Context: an optimization exercise on an open-source flow, tuned for small area, a short achievable clock period and few clock cycles per item. The choices shown serve that exercise and are no tape-out recipe. The RTL was checked by simulation tests, not by an equivalence proof against the original design.

==> flow/design.v, too long to show whole: its modules and the start of the top module <==
// module tap_fa: 10 lines
// module tap_ha: 9 lines
// module tap_mul_bt: 1113 lines
// module tap_cmul_cn: 453 lines
// module tap_cmul_co: 805 lines
// module tap_booth_enc: 16 lines
// module tap_qmul: 16 lines
// module two_axis_attitude_pid_core: 300 lines
module two_axis_attitude_pid_core (
   input  logic                 clock,
   input  logic                 reset,
   input  logic                 req_valid,
   output logic                 req_ready,
   input  logic signed [DW-1:0] req_current_pitch,
   input  logic signed [DW-1:0] req_current_yaw,
   input  logic signed [DW-1:0] req_target_pitch,
   input  logic signed [DW-1:0] req_target_yaw,
   input  logic signed [DW-1:0] req_pitch_rate,
   input  logic signed [DW-1:0] req_yaw_rate,
   output logic                 rsp_valid,
   input  logic                 rsp_ready,
   output logic signed [DW-1:0] rsp_pitch_torque,
   output logic signed [DW-1:0] rsp_yaw_torque,
   input  logic                 csr_valid,
   output logic                 csr_ready,
   input  logic [ADDR_W-1:0]    csr_addr,
   input  logic [DW-1:0]        csr_data
);
  // ...
==> flow/run.sh <==
#!/bin/bash
# synth_recipe.tcl (not shown) runs the flow's synth.tcl, then flattens the netlist and writes it again
# the make line also repeats each setting of config.mk as NAME=value (left out here)
make -C /OpenROAD-flow-scripts/flow DESIGN_CONFIG=/design/flow/config.mk WORK_HOME=/design/flow/orfs CLKGATE_MAP_FILE= SYNTH_SCRIPT=/design/flow/synth_recipe.tcl finish
==> flow/config.mk <==
export PLATFORM = sky130hd
export DESIGN_NAME = two_axis_attitude_pid_core
export DESIGN_NICKNAME = two_axis_attitude_pid_core
export VERILOG_FILES = /design/flow/design.v
export SDC_FILE = /design/flow/constraint.sdc
export NUM_CORES = 4
export LEC_CHECK = 0
export CAP_MARGIN = 20
export CORE_MARGIN = 2
export CORE_UTILIZATION = 55
export SETUP_SLACK_MARGIN = 0.3
export SLEW_MARGIN = 20
export SYNTH_HIERARCHICAL = 1
export SYNTH_MINIMUM_KEEP_SIZE = 0
==> flow/constraint.sdc <==
create_clock -name core_clock -period 6.5 [get_ports {clock}]
set_input_delay 1.3000 -clock core_clock [delete_from_list [all_inputs] [get_ports {clock}]]
set_output_delay 1.3000 -clock core_clock [all_outputs]
set_load 0.01 [all_outputs]
==> results.py, run 1 <==
metrics = {
    "run_status": {
        "status": "no timing/DRC/antenna violations",
    },
    "timing": {
        "timing.setup.tns_ps": 0,
        "rsz_0062_raised_after_global_routing": "no",
        "post-route-worst-setup-slack_ps": 370,
    },
    "cells_and_area": {
        "area.growth.synth_to_final_pct": 6.89,
        "layout_common_cells": "1,466 x sky130_fd_sc_hd__fa_1, 1,252 x sky130_fd_sc_hd__xnor2_1, 927 x sky130_fd_sc_hd__nand2_1",
        "nMultiInputCombCells": 9067,
        "clockNetworkAreaShare": 0.0295,
        "antenna_cells": 16,
        "post_route_cells_drive_above_1_share": 0.125,
    },
    "synth": {
        "yosysMostFrequentCell": "sky130_fd_sc_hd__fa_1",
        "synthFlopType": "sky130_fd_sc_hd__edfxtp_1",
        "syn_area_mm2": 0.121,
    },
    "detailed_routing": {
        "drt_wl_total_mm": 435,
        "route.detailed.wl_per_inst_um": 29.8,
        "detailedRoute.firstPassIterationCount": 10,
        "routed-wl-met2_mm": 195,
        "detailedRoute.firstIterationViolations": 11100,
    },
    "cts": {
        "h_tree_levels": 3,
        "clock_sink_count": 959,
    },
    "placement": {
        "finalWeightedCongestion": 1.02,
    },
    "power_and_ir_drop": {
        "power_switching_mw": 41.1,
        "clock_power_share": 0.082,
    },
    "worst_setup_path": {
        "ff2ff_setup_slack_ps": 370,
    },
    "global_route": {
        "grt_util_met3": 0.0830,
        "first_pass_grt_wire_length_mm": 636,
    },
}
Testbench counts, summed over its fixed seeds: cycles 5,920, items 1,920.
==> module two_axis_attitude_pid_core, before the edit <==
module two_axis_attitude_pid_core (
   input  logic                 clock,
   input  logic                 reset,
   input  logic                 req_valid,
   output logic                 req_ready,
   input  logic signed [DW-1:0] req_current_pitch,
   input  logic signed [DW-1:0] req_current_yaw,
   input  logic signed [DW-1:0] req_target_pitch,
   input  logic signed [DW-1:0] req_target_yaw,
   input  logic signed [DW-1:0] req_pitch_rate,
   input  logic signed [DW-1:0] req_yaw_rate,
   output logic                 rsp_valid,
   input  logic                 rsp_ready,
   output logic signed [DW-1:0] rsp_pitch_torque,
   output logic signed [DW-1:0] rsp_yaw_torque,
   input  logic                 csr_valid,
   output logic                 csr_ready,
   input  logic [ADDR_W-1:0]    csr_addr,
   input  logic [DW-1:0]        csr_data
);
   function automatic logic signed [DW-1:0] sat34(input logic signed [DW+1:0] x);
      if (!x[DW+1] && (x[DW:DW-1] != 2'b00))
         sat34 = DMAX;
      else if (x[DW+1] && (x[DW:DW-1] != 2'b11))
         sat34 = DMIN;
      else
         sat34 = x[DW-1:0];
   endfunction
   logic [ND-1:0]        kp_one, kp_two, kp_neg;
   logic [ND-1:0]        ki_one, ki_two, ki_neg;
   logic [ND-1:0]        kd_one, kd_two, kd_neg;
   logic [ND-1:0]        csr_one, csr_two, csr_neg;
   logic [LIMIT_W-1:0]   lim_p_ff, lim_y_ff;
   tap_booth_enc u_enc (.b(csr_data), .one(csr_one), .two(csr_two), .neg(csr_neg));
   assign csr_ready = 1'b1;
   always_ff @(posedge clock) begin
      if (reset) begin
         kp_one   <= '0;
         kp_two   <= '0;
         kp_neg   <= '0;
         ki_one   <= '0;
         ki_two   <= '0;
         ki_neg   <= '0;
         kd_one   <= '0;
         kd_two   <= '0;
         kd_neg   <= '0;
         lim_p_ff <= LIMIT_RESET;
         lim_y_ff <= LIMIT_RESET;
      end else if (csr_valid) begin
         case (csr_addr)
            CSR_GAIN_PROP: begin
               kp_one <= csr_one;
               kp_two <= csr_two;
               kp_neg <= csr_neg;
            end
            CSR_GAIN_INTEG: begin
               ki_one <= csr_one;
               ki_two <= csr_two;
               ki_neg <= csr_neg;
            end
            CSR_GAIN_DERIV: begin
               kd_one <= csr_one;
               kd_two <= csr_two;
               kd_neg <= csr_neg;
            end
            CSR_PITCH_LIM:  lim_p_ff <= csr_data[LIMIT_W-1:0];
            CSR_YAW_LIM:    lim_y_ff <= csr_data[LIMIT_W-1:0];
            default: begin
            end
         endcase
      end
   end
   logic       en;                   
   logic       go;                   
   logic [6:1] st_ff;                
   logic       rsp_valid_ff;
   assign en        = !rsp_valid_ff || rsp_ready;
   assign go        = req_valid && !st_ff[1] && !st_ff[2];
   assign req_ready = st_ff[2] && en;
   always_ff @(posedge clock) begin
      if (reset) begin
         st_ff <= '0;
      end else if (en) begin
         st_ff <= {st_ff[5:1], go};
      end
   end
   logic signed [DW-1:0] prev_p_ff, prev_y_ff;
   logic signed [DW-1:0] cur0, tgt0, err0, dA0, dB0, diff0;
   logic signed [DW-1:0] e_ff, d_ff, rp_ff, ry_ff;
   assign cur0  = st_ff[1] ? req_current_yaw : req_current_pitch;
   assign tgt0  = st_ff[1] ? req_target_yaw  : req_target_pitch;
   assign err0  = sat34(34'(tgt0) - 34'(cur0));
   assign dA0   = e_ff;
   assign dB0   = st_ff[2] ? prev_y_ff : prev_p_ff;
   assign diff0 = sat34(34'(dA0) - 34'(dB0));
   always_ff @(posedge clock) begin
      if (reset) begin
         prev_p_ff <= '0;
         prev_y_ff <= '0;
      end else if (en) begin
         if (st_ff[1]) prev_p_ff <= e_ff;
         if (st_ff[2]) prev_y_ff <= e_ff;
      end
   end
   always_ff @(posedge clock) begin
      if (en) begin
         e_ff <= err0;
         if (st_ff[2]) rp_ff <= req_pitch_rate;
         if (st_ff[2]) ry_ff <= req_yaw_rate;
         d_ff <= diff0;
      end
   end
   logic signed [DW-1:0] m2a, m1a;
   logic [ND-1:0]        m2one, m2two, m2neg, m1one, m1two, m1neg;
   logic [2*DW-1:0]      m2s, m2c, m1s, m1c;
   logic [FRAC:0]        m2lo, m1lo;
   logic [2*DW-FRAC-1:0] m2s_ff, m2c_ff, m1s_ff, m1c_ff;
   logic                 m2cy_ff, m1cy_ff;
   logic signed [DW-1:0] ip_ff;
   assign m2a   = st_ff[2] ? d_ff : st_ff[3] ? prev_y_ff : e_ff;
   assign m2one = st_ff[2] ? kd_one : kp_one;
   assign m2two = st_ff[2] ? kd_two : kp_two;
   assign m2neg = st_ff[2] ? kd_neg : kp_neg;
   assign m1a   = st_ff[3] ? d_ff : ip_ff;
   assign m1one = st_ff[3] ? kd_one : ki_one;
   assign m1two = st_ff[3] ? kd_two : ki_two;
   assign m1neg = st_ff[3] ? kd_neg : ki_neg;
   tap_mul_bt u_m2 (.a(m2a), .one(m2one), .two(m2two), .neg(m2neg), .s(m2s), .c(m2c));
   tap_mul_bt u_m1 (.a(m1a), .one(m1one), .two(m1two), .neg(m1neg), .s(m1s), .c(m1c));
   assign m2lo = {1'b0, m2s[FRAC-1:0]} + {1'b0, m2c[FRAC-1:0]};
   assign m1lo = {1'b0, m1s[FRAC-1:0]} + {1'b0, m1c[FRAC-1:0]};
   always_ff @(posedge clock) begin
      if (en) begin
         m2s_ff  <= m2s[2*DW-1:FRAC];
         m2c_ff  <= m2c[2*DW-1:FRAC];
         m2cy_ff <= m2lo[FRAC];
         m1s_ff  <= m1s[2*DW-1:FRAC];
         m1c_ff  <= m1c[2*DW-1:FRAC];
         m1cy_ff <= m1lo[FRAC];
      end
   end
   logic [2*DW-FRAC-1:0] m2q, m1q;
   logic                 m2oh, m2ol, m1oh, m1ol;
   logic signed [DW-1:0] m2q_ff, m2qd_ff, m1q_ff;
   logic                 m2oh_ff, m2ol_ff, m2ohd_ff, m2old_ff, m1oh_ff, m1ol_ff;
   assign m2q  = m2s_ff + m2c_ff + {{(2*DW-FRAC-1){1'b0}}, m2cy_ff};
   assign m2oh = !m2q[2*DW-FRAC-1] && (m2q[2*DW-FRAC-2:DW-1] != '0);
   assign m2ol = m2q[2*DW-FRAC-1] && (m2q[2*DW-FRAC-2:DW-1] != '1);
   assign m1q  = m1s_ff + m1c_ff + {{(2*DW-FRAC-1){1'b0}}, m1cy_ff};
   assign m1oh = !m1q[2*DW-FRAC-1] && (m1q[2*DW-FRAC-2:DW-1] != '0);
   assign m1ol = m1q[2*DW-FRAC-1] && (m1q[2*DW-FRAC-2:DW-1] != '1);
   always_ff @(posedge clock) begin
      if (en) begin
         m2q_ff   <= m2q[DW-1:0];
         m2oh_ff  <= m2oh;
         m2ol_ff  <= m2ol;
         m2qd_ff  <= m2q_ff;
         m2ohd_ff <= m2oh_ff;
         m2old_ff <= m2ol_ff;
         m1q_ff   <= m1q[DW-1:0];
         m1oh_ff  <= m1oh;
         m1ol_ff  <= m1ol;
      end
   end
   logic signed [DW-1:0] kpq, kdq, rate4, raw4, raw_ff;
   assign kpq   = st_ff[5] ? (m2oh_ff ? DMAX : m2ol_ff ? DMIN : m2q_ff)
                           : (m2ohd_ff ? DMAX : m2old_ff ? DMIN : m2qd_ff);
   assign kdq   = st_ff[5] ? (m1oh_ff ? DMAX : m1ol_ff ? DMIN : m1q_ff)
                           : (m2oh_ff ? DMAX : m2ol_ff ? DMIN : m2q_ff);
   assign rate4 = st_ff[5] ? ry_ff : rp_ff;
   assign raw4  = sat34(34'(kpq) - 34'(rate4) + 34'(kdq));
   always_ff @(posedge clock) begin
      if (en) raw_ff <= raw4;
   end
   logic signed [DW-1:0] cn_a, an, an_ff, e3_a;
   logic signed [DW+1:0] e3_ff;
   logic [55:0]          cn_s, cn_c, cn_m;
   logic signed [DW-1:0] integ_p_ff, integ_y_ff;
   logic signed [DW-1:0] ig_ff, ip;
   logic [55:0]          co_s, co_c, co_m;
   assign e3_a = e_ff;
   assign cn_a = st_ff[3] ? prev_y_ff : prev_p_ff;
   tap_cmul_cn u_cn (.e3(e3_ff), .e(cn_a), .s(cn_s), .c(cn_c));
   assign cn_m = cn_s + cn_c;
   assign an   = cn_m[FRAC+DW-1:FRAC];
   tap_cmul_co u_co (.i(ig_ff), .a(an_ff), .s(co_s), .c(co_c));
   assign co_m = co_s + co_c;
   assign ip   = co_m[FRAC+DW-1:FRAC];
   always_ff @(posedge clock) begin
      if (en) begin
         e3_ff <= 34'(e3_a) + (34'(e3_a) <<< 1);
         an_ff <= an;
         ip_ff <= ip;
      end
   end
   logic                 y6;
   logic [LIMIT_W-1:0]   lim6;
   logic [DW+1:0]        lz6, raw6x, rg6, rl6;
   logic [DW+1:0]        su6, cu6;
   logic [DW+1:0]        ts6, tc6, gs6, gc6, ls6, lc6, t6, g6, l6;
   logic [DW+1:0]        th6, tl6;
   logic                 gth6, lth6, gtl6, ltl6;
   logic signed [DW+1:0] rg6s, rl6s;
   localparam logic signed [DW+1:0] DMIN34 = {2'b11, DMIN};
   localparam logic signed [DW+1:0] P2_31  = 34'h0_8000_0000;
   logic                 gt6, lt6;
   logic [DW+1:0]        tv6;
   logic signed [DW-1:0] sq6, ilh6, ill6, out6, integ6;
   assign y6    = st_ff[6];
   assign sq6   = m1oh ? DMAX : m1ol ? DMIN : m1q[DW-1:0];
   assign lim6  = y6 ? lim_y_ff : lim_p_ff;
   assign lz6   = {3'b000, lim6};
   assign raw6x = {{2{raw_ff[DW-1]}}, raw_ff};
   assign rg6   = raw6x + ~lz6;           
   assign rl6   = raw6x + lz6;            
   assign su6   = m1s_ff[DW+1:0];
   assign cu6   = m1c_ff[DW+1:0];
   assign ts6 = su6 ^ cu6 ^ raw6x;
   assign tc6 = {((su6[DW:0] & cu6[DW:0]) | (su6[DW:0] & raw6x[DW:0]) | (cu6[DW:0] & raw6x[DW:0])), m1cy_ff};
   assign gs6 = ts6 ^ tc6 ^ ~lz6;
   assign gc6 = {((ts6[DW:0] & tc6[DW:0]) | (ts6[DW:0] & ~lz6[DW:0]) | (tc6[DW:0] & ~lz6[DW:0])), 1'b0};
   assign ls6 = ts6 ^ tc6 ^ lz6;
   assign lc6 = {((ts6[DW:0] & tc6[DW:0]) | (ts6[DW:0] & lz6[DW:0]) | (tc6[DW:0] & lz6[DW:0])), 1'b0};
   assign t6  = ts6 + tc6;                
   assign g6  = gs6 + gc6;                
   assign l6  = ls6 + lc6;                
   assign th6  = raw6x + 34'(DMAX);
   assign tl6  = {2'b00, ~raw_ff[DW-1], raw_ff[DW-2:0]};
   assign rg6s = rg6;
   assign rl6s = rl6;
   assign gth6 = rg6s > DMIN34;
   assign lth6 = rl6s <= DMIN34;
   assign gtl6 = rg6s >= P2_31;
   assign ltl6 = rl6s < P2_31;
   always_comb begin
      if (m1oh) begin
         gt6 = gth6;
         lt6 = lth6;
         tv6 = th6;
      end else if (m1ol) begin
         gt6 = gtl6;
         lt6 = ltl6;
         tv6 = tl6;
      end else begin
         gt6 = !g6[DW+1];
         lt6 = l6[DW+1];
         tv6 = t6;
      end
   end
   assign ilh6 = sat34(~rg6);             
   assign ill6 = sat34(~rl6 + 34'd1);     
   always_comb begin
      if (gt6) begin
         out6   = DW'(lim6);
         integ6 = ilh6;
      end else if (lt6) begin
         out6   = -(DW'(lim6));
         integ6 = ill6;
      end else begin
         out6   = tv6[DW-1:0];
         integ6 = sq6;
      end
   end
   always_ff @(posedge clock) begin
      if (reset) begin
         integ_p_ff <= '0;
         integ_y_ff <= '0;
      end else if (en) begin
         if (st_ff[5]) integ_p_ff <= integ6;
         if (st_ff[6]) integ_y_ff <= integ6;
      end
   end
   always_ff @(posedge clock) begin
      if (en) begin
         if (st_ff[2])
            ig_ff <= st_ff[5] ? integ6 : integ_p_ff;
         else
            ig_ff <= st_ff[6] ? integ6 : integ_y_ff;
      end
   end
   logic signed [DW-1:0] pt_ff, yt_ff;
   always_ff @(posedge clock) begin
      if (reset) begin
         rsp_valid_ff <= 1'b0;
      end else if (en && st_ff[6]) begin
         rsp_valid_ff <= 1'b1;
      end else if (rsp_ready) begin
         rsp_valid_ff <= 1'b0;
      end
   end
   always_ff @(posedge clock) begin
      if (en) begin
         if (st_ff[5]) pt_ff <= out6;
         if (st_ff[6]) yt_ff <= out6;
      end
   end
   assign rsp_valid        = rsp_valid_ff;
   assign rsp_pitch_torque = pt_ff;
   assign rsp_yaw_torque   = yt_ff;
endmodule
==> run 2: changes to the inputs <==
--- a/flow/design.v
+++ b/flow/design.v
@@ -2581,6 +2581,6 @@
    logic [2*DW-FRAC-1:0] m2q, m1q;
    logic                 m2oh, m2ol, m1oh, m1ol;
-   logic signed [DW-1:0] m2q_ff, m2qd_ff, m1q_ff;
-   logic                 m2oh_ff, m2ol_ff, m2ohd_ff, m2old_ff, m1oh_ff, m1ol_ff;
+   logic signed [DW-1:0] m2sq, m1sq;
+   logic signed [DW-1:0] m2sq_ff, m2sqd_ff, m1sq_ff;
    assign m2q  = m2s_ff + m2c_ff + {{(2*DW-FRAC-1){1'b0}}, m2cy_ff};
    assign m2oh = !m2q[2*DW-FRAC-1] && (m2q[2*DW-FRAC-2:DW-1] != '0);
@@ -2589,22 +2589,16 @@
    assign m1oh = !m1q[2*DW-FRAC-1] && (m1q[2*DW-FRAC-2:DW-1] != '0);
    assign m1ol = m1q[2*DW-FRAC-1] && (m1q[2*DW-FRAC-2:DW-1] != '1);
+   assign m2sq = m2oh ? DMAX : m2ol ? DMIN : m2q[DW-1:0];
+   assign m1sq = m1oh ? DMAX : m1ol ? DMIN : m1q[DW-1:0];
    always_ff @(posedge clock) begin
       if (en) begin
-         m2q_ff   <= m2q[DW-1:0];
-         m2oh_ff  <= m2oh;
-         m2ol_ff  <= m2ol;
-         m2qd_ff  <= m2q_ff;
-         m2ohd_ff <= m2oh_ff;
-         m2old_ff <= m2ol_ff;
-         m1q_ff   <= m1q[DW-1:0];
-         m1oh_ff  <= m1oh;
-         m1ol_ff  <= m1ol;
+         m2sq_ff  <= m2sq;
+         m2sqd_ff <= m2sq_ff;
+         m1sq_ff  <= m1sq;
       end
    end
    logic signed [DW-1:0] kpq, kdq, rate4, raw4, raw_ff;
-   assign kpq   = st_ff[5] ? (m2oh_ff ? DMAX : m2ol_ff ? DMIN : m2q_ff)
-                           : (m2ohd_ff ? DMAX : m2old_ff ? DMIN : m2qd_ff);
-   assign kdq   = st_ff[5] ? (m1oh_ff ? DMAX : m1ol_ff ? DMIN : m1q_ff)
-                           : (m2oh_ff ? DMAX : m2ol_ff ? DMIN : m2q_ff);
+   assign kpq   = st_ff[5] ? m2sq_ff : m2sqd_ff;
+   assign kdq   = st_ff[5] ? m1sq_ff : m2sq_ff;
    assign rate4 = st_ff[5] ? ry_ff : rp_ff;
    assign raw4  = sat34(34'(kpq) - 34'(rate4) + 34'(kdq));
@@ -2647,5 +2641,5 @@
    logic signed [DW-1:0] sq6, ilh6, ill6, out6, integ6;
    assign y6    = st_ff[6];
-   assign sq6   = m1oh ? DMAX : m1ol ? DMIN : m1q[DW-1:0];
+   assign sq6   = m1sq;
    assign lim6  = y6 ? lim_y_ff : lim_p_ff;
    assign lz6   = {3'b000, lim6};
@@ -2710,12 +2704,17 @@
       end
    end
+   logic                 igb_ff;
+   logic signed [DW-1:0] igh;
    always_ff @(posedge clock) begin
-      if (en) begin
-         if (st_ff[2])
-            ig_ff <= st_ff[5] ? integ6 : integ_p_ff;
-         else
-            ig_ff <= st_ff[6] ? integ6 : integ_y_ff;
+      if (reset) begin
+         igb_ff <= 1'b0;
+      end else if (en) begin
+         igb_ff <= st_ff[1] ? st_ff[4] : st_ff[5];
       end
    end
+   assign igh = st_ff[2] ? integ_p_ff : integ_y_ff;
+   always_ff @(posedge clock) begin
+      if (en) ig_ff <= igb_ff ? integ6 : igh;
+   end
    logic signed [DW-1:0] pt_ff, yt_ff;
    always_ff @(posedge clock) begin
==> results.py, run 2 <==
metrics = {
    "timing": {
        "hold_ws_ps": 452,
        "clock-skew-final_ps": 93.3,
        "timing.setup.tns_ps": 0,
        "post-route-worst-setup-slack_ps": 419,
        "min_period_ps": 6080,
        "fmax_mhz": 164,
        "worstMarginPinSlew_ps": 1120,
        "worst_slew_margin_relative_to_its_limit": 0.251,
        "rsz_0062_raised_after_global_routing": "yes",
        "final-max-slew-violation-count": 0,
        "report.final.hold_viol_count": 0,
        "timing.final.setup_violations": 0,
        "post-route-period-util": 0.936,
    },
    "placement": {
        "finalWeightedCongestion": 1.02,
        "placement.io_buffers": 297,
        "postPlaceCellArea_mm2": 0.124,
        "dp_hpwl_mm": 342,
        "dp_worst_setup_slack_ps": -212,
        "dp_cells": 14200,
    },
    "cells_and_area": {
        "layout.cell_area.non_filler_mm2": 0.129,
        "instances_no_fill": 14400,
        "area.growth.synth_to_final_pct": 7.42,
        "post_route_cells_drive_above_1_share": 0.135,
        "layout_common_cells": "1,459 x sky130_fd_sc_hd__fa_1, 1,250 x sky130_fd_sc_hd__xnor2_1, 874 x sky130_fd_sc_hd__nand2_1",
        "final_net_count": 13800,
        "fin_util": 0.594,
        "final_common_cell": "sky130_fd_sc_hd__fa_1",
    },
    "synth": {
        "postSynthRegisterBits": 954,
        "synthTopCellsByCount": "1,470 x sky130_fd_sc_hd__fa_1, 1,250 x sky130_fd_sc_hd__xnor2_1, 875 x sky130_fd_sc_hd__nand2_1",
        "yosysSeqAreaShare": 0.210,
        "yosysMostFrequentCell": "sky130_fd_sc_hd__fa_1",
        "yosys-top-cells-area": "sky130_fd_sc_hd__fa_1 25%, sky130_fd_sc_hd__edfxtp_1 15%, sky130_fd_sc_hd__xnor2_1 9.1%, sky130_fd_sc_hd__ha_1 6.9%, sky130_fd_sc_hd__dfxtp_1 5.7%",
        "synth-async-reset-ratio": 0,
        "synth_cell_type_count": 112,
        "synth_top_cell_area_share": 0.245,
        "synthFlopType": "sky130_fd_sc_hd__edfxtp_1",
        "mean_syn_cell_area_um2": 10.3,
        "yosysWarnings": 8,
        "yosys.area.top_type": "sky130_fd_sc_hd__fa_1",
        "number_of_enable_flip_flop_cells_after_synthesis": 612,
        "synthesis.instances": 11600,
        "syn_area_mm2": 0.120,
    },
    "cts": {
        "h_tree_levels": 3,
        "cts_tree": "built",
        "clock_sink_count": 954,
        "cts_made_buffers": 112,
        "insertion_delay_ps": 820,
        "clock_tree.root_cell": "sky130_fd_sc_hd__clkbuf_16",
        "clock_tree.buffer_depth": 3,
        "cts.reportedPaths.clkPinSlew_ps": 60,
    },
    "global_route": {
        "grt_pass1_vias": 94800,
        "grt_overflow": 0,
        "grt_antenna_before_repair": 39,
        "first_pass_grt_wire_length_mm": 639,
        "all_layer_global_routing_usage": 0.390,
        "maximum_number_of_pins_on_one_net_before_global_route_repair": 187,
    },
    "worst_setup_path": {
        "kind_of_start_point_of_the_critical_path": "register",
        "critical_path.reg2reg.endpoint": "ig_ff[31]",
        "critical_path_endpoint_category": "register",
        "ff2ff_setup_slack_ps": 420,
        "critPathMaxFanout": 14,
        "worstReg2RegStart": "st_ff[6]",
        "worst-endpoint-arrival_ps": 6610,
        "rr_worst_depth": 22,
        "worstSetupPathType": "reg -> reg",
        "required_ps": 7030,
    },
    "detailed_routing": {
        "drt_wl_total_mm": 439,
        "avgViaCountPerCell": 6.47,
        "route.detailed.drc": 0,
        "detailedRoute.firstPassIterationCount": 8,
        "ant_nets": 0,
        "route.detailed.wl_per_inst_um": 30.4,
        "via_count": 93300,
        "detailedRoute.firstIterationViolations": 9873,
    },
    "die": {
        "placement_rows": 171,
        "dieArea_mm2": 0.222,
        "core_region_area_mm2": 0.217,
        "top_level_ports": 299,
        "dieWidth_um": 471,
        "initial_utilization": 0.553,
        "chipHeight_um": 471,
    },
    "power_and_ir_drop": {
        "leakagePower_nw": 52.4,
        "post-layout-total-power_mw": 73.1,
        "peakVddDrop_uv": 1030,
        "p_per_area_mw_per_mm2": 567,
    },
    "min_path": {
        "hold_start": "kp_two[7]",
        "worst_hold_path_type": "reg -> reg",
        "hold_path_end": "kp_two[7]",
        "min_path_cells": 2,
    },
    "run_status": {
        "status": "no timing/DRC/antenna violations",
    },
    "job": {
        "drv_cap": 0,
    },
}
-- run 2: cell types whose count changed in the layout (fill, tap and decap cells not counted), sizes merged, moves of 21 or more --
cell | before | now
nor3 | 135 | 104
nor2 | 362 | 341
o22ai | 45 | 17
buf | 700 | 727
nand3 | 107 | 138
nor2b | 64 | 94
nand2b | 87 | 58
a211oi | 166 | 107
nand2 | 927 | 875
a21oi | 735 | 660
mux2 | 228 | 254
mux2i | 136 | 224
-- run 2: layout make-up --
cell class	instances	area, um^2
inverters	476	1820
fillers	18500	88100
diodes	7	17.5
repair buffers	1026	8940
flip-flops and latches	954	25200
well taps	2854	3570
clock inverters	68	733
multi-input cells	8899	85500
clock buffers	143	3080
-- run 2: logic make-up after synthesis --
| kind of cell | share of synthesized area |
|---|---|
| AO/OA/AOI/OAI | 0.169 |
| XOR/XNOR | 0.102 |
| adder cells (fa/ha/maj) | 0.315 |
| buffers and inverters | 0.0856 |
| flip-flops | 0.210 |
| multiplexers | 0.0426 |
| other | 0.000282 |
| AND/OR/NAND/NOR | 0.0751 |
-- run 2: timing repair --
action | CTS | global route
buffers inserted | 9 | 41
pin swaps | 4 | 24
hold buffers | 0 | 0
setup endpoints to repair | 168 | 214
cloned | 0 | 2
resized for setup | 22 | 70
endpoints found under the hold margin | 0 | 0
-- run 2: Yosys stat by module, one instance, submodules excluded, a selection --
module	copies in the design	flops+latches
two_axis_attitude_pid_core	1	954
tap_mul_bt	2	0
tap_cmul_cn	1	0
tap_cmul_co	1	0
tap_fa	1335	0
tap_ha	135	0
-- run 2: how the worst max path moves through the flow --
stage / start / end / slack [ps]
final: st_ff[6] / ig_ff[31] / 420
after CTS: ig_ff[16] / ip_ff[26] / 290
after global placement: st_ff[6] / yt_ff[5] / -140
after floorplan: ig_ff[19] / ip_ff[31] / 270
after detailed placement: st_ff[6] / yt_ff[5] / -210
after global routing: ig_ff[15] / ip_ff[26] / 210
-- run 2: report_power, final --
group / switching, mW / internal [mW] / total [mW]
clock network: 2.89 / 3.71 / 6.60
logic: 32.7 / 22.2 / 54.9
registers: 1.69 / 9.96 / 11.7
total: 37.3 / 35.8 / 73.1
-- run 2: worst max-delay path, stage by stage, from the launching register on --
cell and delay [ps]:
sky130_fd_sc_hd__dfxtp_4 410, sky130_fd_sc_hd__clkbuf_4 220, sky130_fd_sc_hd__buf_4 160, sky130_fd_sc_hd__mux2i_4 330, sky130_fd_sc_hd__ha_1 310, sky130_fd_sc_hd__a211oi_1 460
sky130_fd_sc_hd__o31ai_1 150, sky130_fd_sc_hd__buf_4 170, sky130_fd_sc_hd__o21a_1 210, sky130_fd_sc_hd__or4_1 400, sky130_fd_sc_hd__nand3_1 180, sky130_fd_sc_hd__nor3b_1 260
sky130_fd_sc_hd__nand4bb_1 170, sky130_fd_sc_hd__nor4bb_1 350, sky130_fd_sc_hd__nand4b_1 130, sky130_fd_sc_hd__or4_1 460, sky130_fd_sc_hd__a31o_2 290, sky130_fd_sc_hd__buf_4 150
sky130_fd_sc_hd__nand2_2 90, sky130_fd_sc_hd__buf_4 250, sky130_fd_sc_hd__buf_4 170, sky130_fd_sc_hd__o22ai_1 60, sky130_fd_sc_hd__a31oi_1 430
-- run 2: layer usage --
layer | part of all wire | wire, um | GRT usage
met1 | 0.38 | 165000 | 0.487
met2 | 0.46 | 204000 | 0.629
met3 | 0.081 | 35700 | 0.0669
met4 | 0.078 | 34300 | 0.246
met5 | 0.00028 | 124 | 0.000433
Testbench counts of run 2, summed over its fixed seeds: cycles 5,920, items 1,920.

separate check: timing with driven ports:
The results above use ideal ports. As a check the final layouts listed here were re-extracted and re-timed, cells and wires unchanged.
Step 1: set_driving_cell puts a clkbuf_16 on clock and a buf_2 on each other input, an assumption about the parent block.
Step 2 also shifts input and output timing later by t, the mid clock arrival at the registers, as if the neighbouring blocks saw the same clock.
a / b / c = no drivers / after step 1 / after step 2; a / b = the first two.
run	t (ns)	slack for setup (ns)	hold WS [ns]	worst slew at a driven data input, ns	cell pins on the clock port's net
run 1	0.877	0.370 / 0.370 / 0.288	0.451 / 0.451 / 0.451	0.27	1
run 2	0.867	0.419 / 0.419 / 0.099	0.452 / 0.452 / 0.452	0.22	1
After both steps every run listed still meets setup and hold. For run 2, which loses most, drivers alone change the setup slack by 0.000 ns; drivers and shift together by -0.320 ns.
